This design comes from an exercise in tuning for small area on the open sky130 flow, not from production work.
RTL that was checked went through simulation tests only; none was proved equivalent to the original.
Power and IR drop assume default switching activity.

==> run a: inputs <==
## infix_expression_evaluator
module infix_expression_evaluator #(
	parameter int STACK_DEPTH = 16,
	parameter int VALUE_WIDTH = 32
) (
	input  wire logic        clk,
	input  wire logic        arst_n,
	input  wire logic        start,
	output logic             busy,
	input  wire logic [7:0]  symbol,
	input  wire logic        last,
	output logic             done,
	output logic [31:0]      value,
	output logic [1:0]       status
);
	localparam int Q  = 4;          
	localparam int P  = 32 / Q;     
	localparam int QB = $clog2(Q);
	localparam int ND = 14 * Q;     
	localparam int NO = 15;   
	localparam logic [2:0] P_ADD = 3'b000, P_SUB = 3'b001, P_MUL = 3'b100, P_DIV = 3'b101,
	                       P_OPEN = 3'b010, P_CLOSE = 3'b011, P_FIN = 3'b110, P_NOP = 3'b111;
	localparam logic [1:0] E_OK = 2'd0, E_BAD = 2'd1, E_DIVZ = 2'd2, E_STACK = 2'd3;
	localparam logic [3:0] S_IDLE = 4'd0, S_ACC = 4'd1, S_OPR = 4'd2, S_PRE = 4'd3,
	                       S_EMIT = 4'd4, S_M1 = 4'd5, S_A1 = 4'd6, S_M2 = 4'd7,
	                       S_ZC = 4'd8, S_IT = 4'd9, S_FS = 4'd10, S_M3 = 4'd11,
	                       S_A2 = 4'd12, S_RF = 4'd13, S_POP = 4'd14, S_POP2 = 4'd15;
	logic [3:0]  state;
	logic [QB+3:0] ph;           
	logic [3:0]  pho;            
	logic [4:0]  cnt_d, cnt_o;   
	logic [1:0]  err;
	logic [2:0]  pend, top_o, sec_o;
	logic        lastq, neg;
	logic [4:0]  k;              
	logic [Q*P-1:0] Xv, Yv, Rv;   
	logic        rsave, ysave, cf, qbit;
	logic [ND*P-1:0] ring;
	logic [NO*3-1:0]  oring;
	wire [QB-1:0] q   = ph[QB-1:0];
	wire          q0  = (q == QB'(0));
	wire          ql  = (q == QB'(Q-1));
	wire [P-1:0]  tap = ring[ND*P-1 -: P];
	wire [2:0]  otap = oring[NO*3-1 -: 3];
	wire is_dig = (symbol >= 8'd48) && (symbol <= 8'd57);
	logic       is_op;
	logic [2:0] sym_code;
	always_comb begin
		is_op = 1'b1;
		sym_code = P_ADD;
		case (symbol)
			8'd43: sym_code = P_ADD;
  ...
export LEC_CHECK = 0
export CAP_MARGIN = 20
export CORE_MARGIN = 2
export CORE_UTILIZATION = 65
export SLEW_MARGIN = 20
create_clock -name core_clock -period 9.0 [get_ports {clk}]
standard.sh (not shown) runs the stock make flow with config.mk's settings and CLKGATE_MAP_FILE= SYNTH_SCRIPT=/design/flow/synth_recipe.tcl, a recipe that flattens the netlist after the stock synthesis.
==> flow/flow/run.sh <==
#!/bin/bash
# Layout flow: the standard flow (standard.sh, unchanged synthesis) with
# two settings passed through the environment:
#  - clock tree synthesis without dummy loads, with sink clusters of up to
#    30 flip-flops within 60 um;
#  - port buffers of the smallest buffer cell.
# The full output goes to standard.log in the work folder.
export CTS_ARGS="-sink_clustering_enable -repair_clock_nets -dont_use_dummy_load -sink_clustering_size 12 -sink_clustering_max_diameter 35 -buf_list sky130_fd_sc_hd__clkbuf_4"
export BUFFER_PORTS_ARGS="-buffer_cell sky130_fd_sc_hd__buf_1"
bash standard.sh > standard.log 2>&1
==> inputs of run b, as changes to run a <==
--- a/flow/design.v
+++ b/flow/design.v
@@ -57,11 +57,11 @@
 			8'd41: sym_code = P_CLOSE;
 			default: is_op = 1'b0;
 		endcase
 	end
 	wire d_at = (ph[QB+3:QB] == cnt_d[3:0]);         
-	wire o_at = (pho == 4'(cnt_o[3:0] - 4'd2));      
+	wire o_at = (pho == cnt_o[3:0]);                 
 	wire d_empty = (cnt_d == 5'd0);
 	wire d_lt2   = (cnt_d < 5'd2);
 	wire d_full  = (cnt_d == 5'd16);
 	wire o_empty = (cnt_o == 5'd0);
 	wire o_lt2   = (cnt_o < 5'd2);
@@ -140,40 +140,33 @@
 		case (state)
 			S_IDLE: if (lastq) begin
 				pend_n = P_FIN;
 				if (ql) state_n = (err != E_OK) ? S_PRE : S_OPR;
 			end else if (acc) begin
-				state_n = S_ACC;
 				lastq_n = last;
-				pend_n = P_NOP;
 				if (err != E_OK) begin
 				end else if (is_dig) begin
 					if (d_full) err_n = E_STACK;
 					else begin
-						pend_n = P_FIN;
+						state_n = S_ACC;
 						wr_d = !d_lt2;
 						y_r = 1'b1;
 						r_dig = 1'b1;
 					end
 				end else if (is_op) begin
 					pend_n = sym_code;
+					state_n = S_OPR;
 				end else err_n = E_BAD;
 			end
 			S_ACC: begin
-				case (pend)
-					P_FIN: begin
-						wr_d = !d_lt2;
-						y_r = 1'b1;
-						r_dig = 1'b1;
-						if (ql) begin
-							cnt_d_n = cnt_d + 5'd1;
-							state_n = S_IDLE;
-						end
-					end
-					P_NOP: if (ql) state_n = S_IDLE;
-					default: if (ql) state_n = S_OPR;
-				endcase
+				wr_d = !d_lt2;
+				y_r = 1'b1;
+				r_dig = 1'b1;
+				if (ql) begin
+					cnt_d_n = cnt_d + 5'd1;
+					state_n = S_IDLE;
+				end
 			end
 			S_OPR: if (ql) begin
 				case (pend)
 					P_ADD, P_SUB: if (!o_empty && top_o != P_OPEN) red = 1'b1; else push = 1'b1;
 					P_MUL, P_DIV: if (!o_empty && top_o[2]) red = 1'b1; else push = 1'b1;
@@ -293,19 +286,19 @@
 	end
 	always_ff @(posedge clk or negedge arst_n) begin
 		if (!arst_n) begin
 			state <= S_IDLE;
 			ph    <= (QB+4)'(2*Q);
-			pho   <= 4'd0;
+			pho   <= 4'd1;
 			cnt_d <= 5'd0;
 			cnt_o <= 5'd0;
 			err   <= E_OK;
 			lastq <= 1'b0;
 		end else begin
 			state <= state_n;
 			ph    <= (ph == (QB+4)'(16*Q-1)) ? (QB+4)'(2*Q) : ph + (QB+4)'(1);
-			pho   <= (pho == 4'(NO-1)) ? 4'd0 : pho + 4'd1;
+			pho   <= (pho == 4'd15) ? 4'd1 : pho + 4'd1;
 			cnt_d <= cnt_d_n;
 			cnt_o <= cnt_o_n;
 			err   <= err_n;
 			lastq <= lastq_n;
 		end
==> flow/flow/run.sh (replaced) <==
#!/bin/bash
# Layout flow: the standard flow (standard.sh, unchanged synthesis) with
# two settings passed through the environment:
#  - clock tree synthesis without dummy loads, with sink clusters of up to
#    11 flip-flops within 35 um, driven by clkbuf_4 cells;
#  - port buffers of the smallest buffer cell.
# The full output goes to standard.log in the work folder.
export CTS_ARGS="-sink_clustering_enable -repair_clock_nets -dont_use_dummy_load -sink_clustering_size 11 -sink_clustering_max_diameter 35 -buf_list sky130_fd_sc_hd__clkbuf_4"
export BUFFER_PORTS_ARGS="-buffer_cell sky130_fd_sc_hd__buf_1"
bash standard.sh > standard.log 2>&1
==> results.txt <==
item	run b	run a
Power Density	285 mW/mm²	308 mW/mm²
Start point of the worst hold path	ring[14]	ring[127]
Run status	complete, no violations	complete, no violations
Core Util, Final	0.707	0.696
Final critical-path setup slack	2230 ps	2360 ps
Area after detailed placement	0.0167 mm²	0.0169 mm²
Sequential portion of the cell area	0.753	0.745
Combined area of the multi-input logic cells	0.00299 mm²	0.00319 mm²
Logic inverters	23	20
Clock network fraction of total power	0.230	0.210
Portion of total power attributed to sequential cells	0.642	0.603
Total number of multi-input combinational cells	431	453
Starting Density	0.663	0.654
Min-Delay Endpoint	ring[22]	ring[135]
Switching power share of the total	0.265	0.285
Simple-gate share of the synthesized area	0.0590	0.0602
No functional check of the RTL was part of run a.

==> what the ideal ports hide <==
The results above use ideal ports. As a check the final layouts listed here were re-extracted and re-timed, cells and wires unchanged.
Step 1: set_driving_cell puts a clkbuf_16 on clk and a buf_2 on each other input, an assumption about the parent block.
Step 2 adds t to the input delays and takes it off the output delays; t is the mean of the earliest and latest rising clock arrival at the registers after step 1. Input paths then give back, and output paths get back, about the clock's delay inside the block.
Slacks: ideal / step 1 / step 2; pairs: ideal / step 1.
run	shift t [ns]	slack for setup (ns)	worst setup path after step 2	slew at the worst register clock pin (ns)
run a	0.709	2.357 / 2.357 / 2.357	register to register	0.12 / 0.12
run b	0.668	2.226 / 2.226 / 2.226	register to register	0.11 / 0.11
After both steps every run listed still meets setup and hold.
